Background: an optimization exercise with open tools, aiming at small area and a short achievable clock period. Do not read the settings as production practice.
Function was checked by simulation only, so behaviour that the tests miss may differ from the original.
No activity file was given, so power comes from the tool's default toggle rates.

==> inputs of maple <==
==> flow/design.v (excerpt) <==
module exmem_stage_task3 #(
    parameter int XLEN = 64,
    parameter int RW   = 5
) (
    input  logic            clk,
    input  logic            reset,
    input  logic [XLEN-1:0] a,
    input  logic [XLEN-1:0] readdata1,
    input  logic [XLEN-1:0] readdata2,
    input  logic [XLEN-1:0] imm_data,
    input  logic [RW-1:0]   rs1,
    input  logic [RW-1:0]   rs2,
    input  logic [RW-1:0]   rd,
    input  logic [3:0]      funct4,
    input  logic            Branch,
    input  logic            Memread,
    input  logic            Memtoreg,
    input  logic            Memwrite,
    input  logic            Regwrite,
    input  logic            Alusrc,
    input  logic [1:0]      aluop,
    input  logic            hold,
    input  logic            flush,
    input  logic [RW-1:0]   memwb_rd,
    input  logic            memwb_regwrite,
    input  logic [XLEN-1:0] memwb_wdata,
    output logic [XLEN-1:0] branch_target,
    output logic [XLEN-1:0] alu_result,
    output logic [XLEN-1:0] write_data,
    output logic            zero,
    output logic [RW-1:0]   rd_out,
    output logic            Branch_o,
    output logic            Memread_o,
    output logic            Memtoreg_o,
    output logic            Memwrite_o,
    output logic            Regwrite_o,
    output logic            pc_src
);
    localparam int SHW = $clog2(XLEN);
    logic [XLEN-1:0] bt_q;
    logic [XLEN-1:0] alu_q;
    logic [XLEN-1:0] wd_q;
    logic            zero_q;
    logic [RW-1:0]   rd_q;
    logic            br_q, mr_q, mtr_q, mw_q, rw_q;
  ...
==> flow/config.mk <==
export PLATFORM = sky130hd
export DESIGN_NAME = exmem_stage_task3
export DESIGN_NICKNAME = exmem_stage_task3
export VERILOG_FILES = /design/flow/design.v
export SDC_FILE = /design/flow/constraint.sdc
export NUM_CORES = 4
export LEC_CHECK = 0
export CAP_MARGIN = 20
export CORE_MARGIN = 2
export CORE_UTILIZATION = 50
export SETUP_SLACK_MARGIN = 4
export SLEW_MARGIN = 20
==> flow/constraint.sdc <==
create_clock -name core_clock -period 10.0 [get_ports {clk}]
set_input_delay 2.0000 -clock core_clock [delete_from_list [all_inputs] [get_ports {clk}]]
set_output_delay 2.0000 -clock core_clock [all_outputs]
set_load 0.01 [all_outputs]
standard.sh (not shown) runs the stock make flow with config.mk's settings and CLKGATE_MAP_FILE= SYNTH_SCRIPT=/design/flow/synth_recipe.tcl, a recipe that flattens the netlist after the stock synthesis.
==> flow/flow/run.sh <==
#!/bin/bash
set -euo pipefail
export BUFFER_PORTS_ARGS="-buffer_cell sky130_fd_sc_hd__buf_1"
bash standard.sh finish > standard_make.log 2>&1
==> inputs of onyx, as changes to maple <==
--- a/flow/design.v
+++ b/flow/design.v
@@ -36,17 +36,17 @@
     output logic            Memwrite_o,
     output logic            Regwrite_o,
     output logic            pc_src
 );
     localparam int SHW = $clog2(XLEN);
     logic [XLEN-1:0] bt_q;
     logic [XLEN-1:0] alu_q;
     logic [XLEN-1:0] wd_q;
-    logic            zero_q;
+    logic            vld_q;    
     logic [RW-1:0]   rd_q;
     logic            br_q, mr_q, mtr_q, mw_q, rw_q;
     logic            pcs_q;    
     logic ex_a, ex_b, wb_a, wb_b;
     logic [XLEN-1:0] fa, fb, ob;
     always_comb begin
         ex_a = rw_q && (rd_q != '0) && (rd_q == rs1);
         ex_b = rw_q && (rd_q != '0) && (rd_q == rs2);
@@ -72,62 +72,64 @@
                 4'b1101: begin op_sr = 1'b1; op_sra = 1'b1; end
                 default: ;
             endcase
         end
         op_add = !(op_and | op_or | op_xor | op_sl | op_sr);
     end
     localparam int LG = $clog2(XLEN);
     logic [XLEN-1:0] obx, p, g, sum;
-    logic [XLEN-1:0] pg_g [0:LG];
-    logic [XLEN-1:0] pg_p [0:LG];
+    logic [XLEN-1:0] pg_g [0:2*LG];
+    logic [XLEN-1:0] pg_p [0:2*LG];
     always_comb begin
         obx = ob ^ {XLEN{op_sub}};
         p   = fa ^ obx;
         g   = fa & obx;
         pg_g[0]    = g;
         pg_p[0]    = p;
         pg_g[0][0] = g[0] | (p[0] & op_sub);    
         for (int l = 0; l < LG; l++)
             for (int i = 0; i < XLEN; i++)
-                if ((i >> l) & 1) begin
-                    pg_g[l+1][i] = pg_g[l][i] | (pg_p[l][i] & pg_g[l][((i >> l) << l) - 1]);
-                    pg_p[l+1][i] = pg_p[l][i] & pg_p[l][((i >> l) << l) - 1];
+                if (((i + 1) % (1 << (l + 1))) == 0) begin
+                    pg_g[l+1][i] = pg_g[l][i] | (pg_p[l][i] & pg_g[l][i - (1 << l)]);
+                    pg_p[l+1][i] = pg_p[l][i] & pg_p[l][i - (1 << l)];
                 end else begin
                     pg_g[l+1][i] = pg_g[l][i];
                     pg_p[l+1][i] = pg_p[l][i];
                 end
-        sum = p ^ {pg_g[LG][XLEN-2:0], op_sub};
-    end
-    logic zsum;
-    always_comb begin
-        zsum = (p[0] == op_sub);
-        for (int i = 1; i < XLEN; i++)
-            zsum = zsum & (p[i] == (p[i-1] | g[i-1]));
+        for (int k = 0; k < LG; k++)
+            for (int i = 0; i < XLEN; i++)
+                if ((LG - 2 - k >= 0) && (((i + 1) % (1 << (LG - 1 - k))) == (1 << (LG - 2 - k)))
+                        && (i >= (1 << (LG - 1 - k)))) begin
+                    pg_g[LG+k+1][i] = pg_g[LG+k][i] | (pg_p[LG+k][i] & pg_g[LG+k][i - (1 << (LG - 2 - k))]);
+                    pg_p[LG+k+1][i] = pg_p[LG+k][i] & pg_p[LG+k][i - (1 << (LG - 2 - k))];
+                end else begin
+                    pg_g[LG+k+1][i] = pg_g[LG+k][i];
+                    pg_p[LG+k+1][i] = pg_p[LG+k][i];
+                end
+        sum = p ^ {pg_g[2*LG][XLEN-2:0], op_sub};
     end
     logic [XLEN-1:0] sh_in, sh_out;
     logic [SHW-1:0]  shamt;
     logic            fill;
     always_comb begin
         shamt = ob[SHW-1:0];
         for (int i = 0; i < XLEN; i++) sh_in[i] = op_sl ? fa[XLEN-1-i] : fa[i];
         fill   = op_sra & fa[XLEN-1];
         sh_out = XLEN'($signed({fill, sh_in}) >>> shamt);
     end
     logic [XLEN-1:0] res, res_nadd;
-    logic            res_zero;
     always_comb begin
         for (int i = 0; i < XLEN; i++)
             res_nadd[i] = (op_and & g[i])
                         | (op_or  & (p[i] | g[i]))
                         | (op_xor & p[i])
                         | (op_sr  & sh_out[i])
                         | (op_sl  & sh_out[XLEN-1-i]);
         res      = op_add ? sum : res_nadd;
-        res_zero = op_add ? zsum : (res_nadd == '0);
     end
     logic eq, ult, slt, taken;
     always_comb begin
         eq  = (fa == fb);
         ult = (fa < fb);
         slt = ult ^ fa[XLEN-1] ^ fb[XLEN-1];
         case (funct4[2:0])
             3'b000:  taken = eq;
@@ -175,23 +177,23 @@
     end
     logic load;
     assign load = flush | !hold;
     always_ff @(posedge clk or posedge reset) begin
         if (reset) begin
             bt_q   <= '0;
             alu_q  <= '0;
             wd_q   <= '0;
-            zero_q <= 1'b0;
+            vld_q  <= 1'b0;
             rd_q   <= '0;
         end else if (load) begin
             bt_q   <= bt_sum;
             alu_q  <= res;
             wd_q   <= fb;
-            zero_q <= res_zero;
+            vld_q  <= 1'b1;
             rd_q   <= rd;
         end
     end
     always_ff @(posedge clk or posedge reset) begin
         if (reset) begin
             br_q  <= 1'b0;
             mr_q  <= 1'b0;
             mtr_q <= 1'b0;
@@ -212,17 +214,17 @@
             mw_q  <= Memwrite;
             rw_q  <= Regwrite;
             pcs_q <= Branch & taken;
         end
     end
     assign branch_target = bt_q;
     assign alu_result    = alu_q;
     assign write_data    = wd_q;
-    assign zero          = zero_q;
+    assign zero          = vld_q & (alu_q == '0);
     assign rd_out        = rd_q;
     assign Branch_o      = br_q;
     assign Memread_o     = mr_q;
     assign Memtoreg_o    = mtr_q;
     assign Memwrite_o    = mw_q;
     assign Regwrite_o    = rw_q;
     assign pc_src        = pcs_q;
 endmodule
- ABC_AREA: default -> 1
- CORE_UTILIZATION: 50 -> 45
- CTS_BUF_LIST: default -> sky130_fd_sc_hd__clkbuf_8
==> inputs of raven, as changes to maple <==
- ABC_AREA: default -> 1
- CORE_UTILIZATION: 50 -> 45
- CTS_BUF_LIST: default -> sky130_fd_sc_hd__clkbuf_8
==> run notes <==
The lowest routed wire length belongs to onyx, the highest to maple. Against raven, the global-route usage of maple is higher by 7.4 points. Between maple and onyx, the lower final area is in onyx (gap 4.0%, measured against onyx). Against raven, the core utilization of maple is higher by 7.8 points. Non-clock buffer count: maple > onyx > raven. Power, lowest first: onyx, raven, maple.

separate check: timing with driven ports:
The results above use ideal ports. As a check the final layouts listed here were re-extracted and re-timed, cells and wires unchanged. Step 1, drivers: a clkbuf_16 drives clk and a buf_2 each remaining input, both assumed. Step 2 moves the port delays by t, midway between the first and last clock arrival at a register: inputs arrive t later, outputs are due t later. That takes back most of the time a late clock gives input paths. Three values: ideal, step 1, step 2; two values: the first two.
run	t (ns)	slack for setup (ns)	pins driven straight from the clock port
maple	0.684	2.590 / 2.634 / 1.950	1
onyx	0.728	3.826 / 3.865 / 3.137	1
raven	0.725	3.868 / 3.889 / 3.164	1
After both steps every run listed still meets setup and hold. For raven, which loses most, drivers alone change the setup slack by +0.021 ns; drivers and shift together by -0.704 ns.
